Background: an optimization exercise with open tools, aiming at small area. Do not read the settings as production practice. Function was checked by simulation only, so behaviour that the tests miss may differ from the original. Power and IR drop assume default switching activity.

exp/fjord:
// dma_top
module dma_top (
	input  logic                 clk,
	input  logic                 rst,
	input  logic                 cfg_en,
	input  dma_pkg::addr_t       cfg_addr,
	input  dma_pkg::data_t       cfg_data,
	input  dma_pkg::data_t       mem_rdata,
	input  logic                 mem_rvalid,
	input  logic                 mem_wvalid,
	output dma_pkg::addr_t       mem_addr,
	output logic [3:0]           mem_bweb,
	output dma_pkg::data_t       mem_wdata,
	output dma_pkg::burst_len_t  mem_burst_len,
	output logic                 mem_ceb,
	output logic                 mem_web,
	output logic                 irq
);
Settings: LEC_CHECK=0, CAP_MARGIN=20, CORE_MARGIN=2, CORE_UTILIZATION=40, SLEW_MARGIN=20; clock period 7.0 ns.
standard.sh (not shown) runs the stock make flow with config.mk's settings and CLKGATE_MAP_FILE= SYNTH_SCRIPT=/design/flow/synth_recipe.tcl, a recipe that flattens the netlist after the stock synthesis.
==> flow/flow/run.sh <==
#!/bin/bash
# Standard layout with two changes: port buffers use the smallest buffer cell,
# and clock tree synthesis uses small clock buffers and no dummy loads.
set -euo pipefail
bash standard.sh \
	"BUFFER_PORTS_ARGS=-buffer_cell sky130_fd_sc_hd__buf_1" \
	"CTS_ARGS=-sink_clustering_enable -repair_clock_nets -dont_use_dummy_load -buf_list {sky130_fd_sc_hd__clkbuf_2 sky130_fd_sc_hd__clkbuf_4}" \
	finish > make_finish.log 2>&1
Relative to exp/fjord, the following input files were edited for exp/cedar:
==> flow/run.sh (new file) <==
#!/bin/bash
# synth_recipe.tcl (not shown) runs the flow's synth.tcl, then flattens the netlist and writes it again
# the make line also repeats each setting of config.mk as NAME=value (left out here)
make -C /OpenROAD-flow-scripts/flow DESIGN_CONFIG=/design/flow/config.mk WORK_HOME=/design/flow/orfs CLKGATE_MAP_FILE= SYNTH_SCRIPT=/design/flow/synth_recipe.tcl finish
removed: flow/flow/run.sh
removed: flow/standard.sh
Results
- exp/cedar has completed all stages; timing, DRC and antenna checks passed.
- Number of global-route vias before repair ended up about 3.5% lower on exp/cedar than on exp/fjord.
- Cmp exp/cedar vs exp/fjord: standby leakage power higher in exp/cedar
- Worst-case vdd ir drop in exp/cedar is 38% higher than in exp/fjord
- | power | exp/cedar vs exp/fjord | worse |
- Taking exp/fjord as the reference point, the final design instance area without fill of exp/cedar rises by 1500 um^2.
- On worst hold slack after final layout, exp/fjord and exp/cedar are neck and neck.
- Summary: register-to-register slack, exp/cedar better than exp/fjord
- Worst setup slack is higher on exp/cedar
diff inputs: exp/cedar => exp/willow
--- a/flow/config.mk
+++ b/flow/config.mk
@@ -9,3 +9,4 @@
 export CORE_MARGIN = 2
-export CORE_UTILIZATION = 40
+export CORE_UTILIZATION = 60
+export CTS_BUF_LIST = sky130_fd_sc_hd__clkbuf_2 sky130_fd_sc_hd__clkbuf_4
 export SLEW_MARGIN = 20
Notes after the runs:
Between exp/willow and exp/cedar, it is exp/willow whose global-route usage is higher, by 7.6 points. Compare exp/willow and exp/cedar | worst setup margin lower: exp/willow. In exp/willow relative to exp/cedar, via count had gone up by a few percent. For the initial antenna violation count, exp/willow came in 2 higher than exp/cedar did. Any difference in portion of the layout cell area used by non-clock buffers between exp/cedar and exp/willow is small enough to ignore. Per the comparison of exp/willow with exp/cedar, power lost about 2.5%; height of the die went down 34 um; clock network latency to the later pin of the worst-skew pair rose 120 ps. The run with more routed wire is exp/cedar, not exp/willow.

========
dma_top, a different RTL version from the one above (not shown whole).
Size: roughly 0.013 mm2 of cells after synthesis.
export LEC_CHECK = 0
export CAP_MARGIN = 20
export CORE_MARGIN = 2
export CORE_UTILIZATION = 70
export SLEW_MARGIN = 20
create_clock -name core_clock -period 7.0 [get_ports {clk}]
==> flow/flow/run.sh <==
#!/bin/bash
# Standard layout with these changes: port buffers use the smallest buffer cell,
# clock tree synthesis uses larger sink clusters and no dummy loads, and
# other settings given below. make's full output goes to make_finish.log.
set -euo pipefail
bash standard.sh \
	"BUFFER_PORTS_ARGS=-buffer_cell sky130_fd_sc_hd__buf_1" \
	"CTS_ARGS=-sink_clustering_enable -repair_clock_nets -dont_use_dummy_load -sink_clustering_size 20 -sink_clustering_max_diameter 60 -buf_list {sky130_fd_sc_hd__clkbuf_8}" \
	finish > make_finish.log 2>&1
==> next run, changes <==
--- a/flow/flow/run.sh
+++ b/flow/flow/run.sh
@@ -8 +8,2 @@
-	"CTS_ARGS=-sink_clustering_enable -repair_clock_nets -dont_use_dummy_load -sink_clustering_size 20 -sink_clustering_max_diameter 60 -buf_list {sky130_fd_sc_hd__clkbuf_8}" \
+	"CTS_ARGS=-sink_clustering_enable -repair_clock_nets -dont_use_dummy_load -sink_clustering_size 30 -sink_clustering_max_diameter 80 -buf_list {sky130_fd_sc_hd__clkbuf_16}" \
+	"RECOVER_POWER=100" \
CORE_UTILIZATION = 65   (was 70)
=>
- This time the run completed and failed the layout checks on capacitance limit, slew limit
- clock-buffer cell count fell by 6
- total power goes up by 1.5%
- final area barely changes
- wire length stays flat
- first-iteration DRC count went up by 7.4%
- global-route usage drops by 2.2 points
- core utilization drops by 6.0 points
- hold slack stays flat
- clock power increases by 13%
==> next run, changes <==
==> flow/flow/run.sh (replaced) <==
#!/bin/bash
# Standard layout with these changes:
# - synthesis maps logic with flow/abc_map.script (area-recovering ABC mapping,
#   no ABC buffering or upsizing) in place of ORFS's abc_speed.script; the rest of
#   synthesis (and so every register) is unchanged;
# - port buffers use the smallest buffer cell;
# - clock tree synthesis uses larger sink clusters and no dummy loads.
# make's full output goes to make_finish.log.
set -euo pipefail
rm -rf scripts_abc
cp -r "$FLOW_HOME/scripts" scripts_abc
cp flow/abc_map.script scripts_abc/abc_speed.script
bash standard.sh \
	"SCRIPTS_DIR=$PWD/scripts_abc" \
	"BUFFER_PORTS_ARGS=-buffer_cell sky130_fd_sc_hd__buf_1" \
	"CTS_ARGS=-sink_clustering_enable -repair_clock_nets -dont_use_dummy_load -sink_clustering_size 20 -sink_clustering_max_diameter 60 -buf_list {sky130_fd_sc_hd__clkbuf_8}" \
	finish > make_finish.log 2>&1
==> flow/flow/abc_map.script (new file) <==
&get -n
&st
&dch
&nf -R 1000 -p -F 8 -A 4 -a
&st
&syn2
&if -g -K 6
&synch2
&nf -R 1000 -p -F 8 -A 4 -a
&st
&syn2
&if -g -K 6
&synch2
&nf -R 1000 -p -F 8 -A 4 -a
&st
&syn2
&if -g -K 6
&synch2
&nf -R 1000 -p -F 8 -A 4 -a
&st
&syn2
&if -g -K 6
&synch2
&nf -R 1000 -p -F 8 -A 4 -a
&st
&syn2
&if -g -K 6
&synch2
&nf -R 1000 -p -F 8 -A 4 -a
&put
topo
stime -c
CORE_UTILIZATION = 70   (was 65)
- The changed run produced a clean layout
- clock skew goes up by 0.017 ns
- count of clock-buffer cells in the layout came out higher by 5
- global-route usage goes up by 2.4 points
- maximum frequency is lower by 7.0%
==> next run, changes <==
==> flow/flow/run.sh (replaced) <==
#!/bin/bash
# Standard layout with these changes: port buffers use the smallest buffer cell,
# clock tree synthesis uses larger sink clusters and no dummy loads, and
# other settings given below. make's full output goes to make_finish.log.
set -euo pipefail
bash standard.sh \
	"BUFFER_PORTS_ARGS=-buffer_cell sky130_fd_sc_hd__buf_1" \
	"CTS_ARGS=-sink_clustering_enable -repair_clock_nets -dont_use_dummy_load -sink_clustering_size 20 -sink_clustering_max_diameter 60 -buf_list {sky130_fd_sc_hd__clkbuf_8}" \
	finish > make_finish.log 2>&1
PLACE_DENSITY = 0.8   (was not set)
removed: flow/flow/abc_map.script
Worst hold slack is better by 0.018 ns.
Critical path depth falls by 8.
Synthesized cell count rises by a few percent.
Area after synthesis rises by a few percent.
Setup slack is better by 0.36 ns.
Power rises by a few percent.

[afterwards: timing with drivers on the ports]
The results above use ideal ports. As a check the final layouts listed here were re-extracted and re-timed, cells and wires unchanged. Step 1: set_driving_cell puts a clkbuf_16 on clk and a buf_2 on each other input, an assumption about the parent block. Step 2 also shifts input and output timing later by t, the mid clock arrival at the registers, as if the neighbouring blocks saw the same clock. a / b / c = ideal / step 1 / step 2; a / b = the first two.
run | shift t [ns] | setup slack, ns | worst setup path at the end | clock arrival spread, ns | cell pins on the clock port's net
exp/fjord | 0.691 | 0.328 / 0.278 / 0.969 | register to output | 0.113 / 0.113 | 1
exp/cedar | 0.601 | 0.341 / 0.290 / 0.891 | register to output | 0.010 / 0.009 | 1
exp/willow | 0.693 | 0.266 / 0.223 / 0.916 | register to output | 0.035 / 0.035 | 1
the first run of note 2 | 0.554 | 0.956 / 0.912 / 1.466 | register to output | 0.078 / 0.078 | 1
the second run of note 2 | 0.508 | 0.994 / 0.944 / 1.284 | input to output | 0.066 / 0.065 | 1
the third run of note 2 | 0.546 | 0.544 / 0.503 / 1.049 | register to output | 0.083 / 0.082 | 1
the fourth run of note 2 | 0.538 | 0.906 / 0.866 / 1.404 | register to output | 0.061 / 0.061 | 1
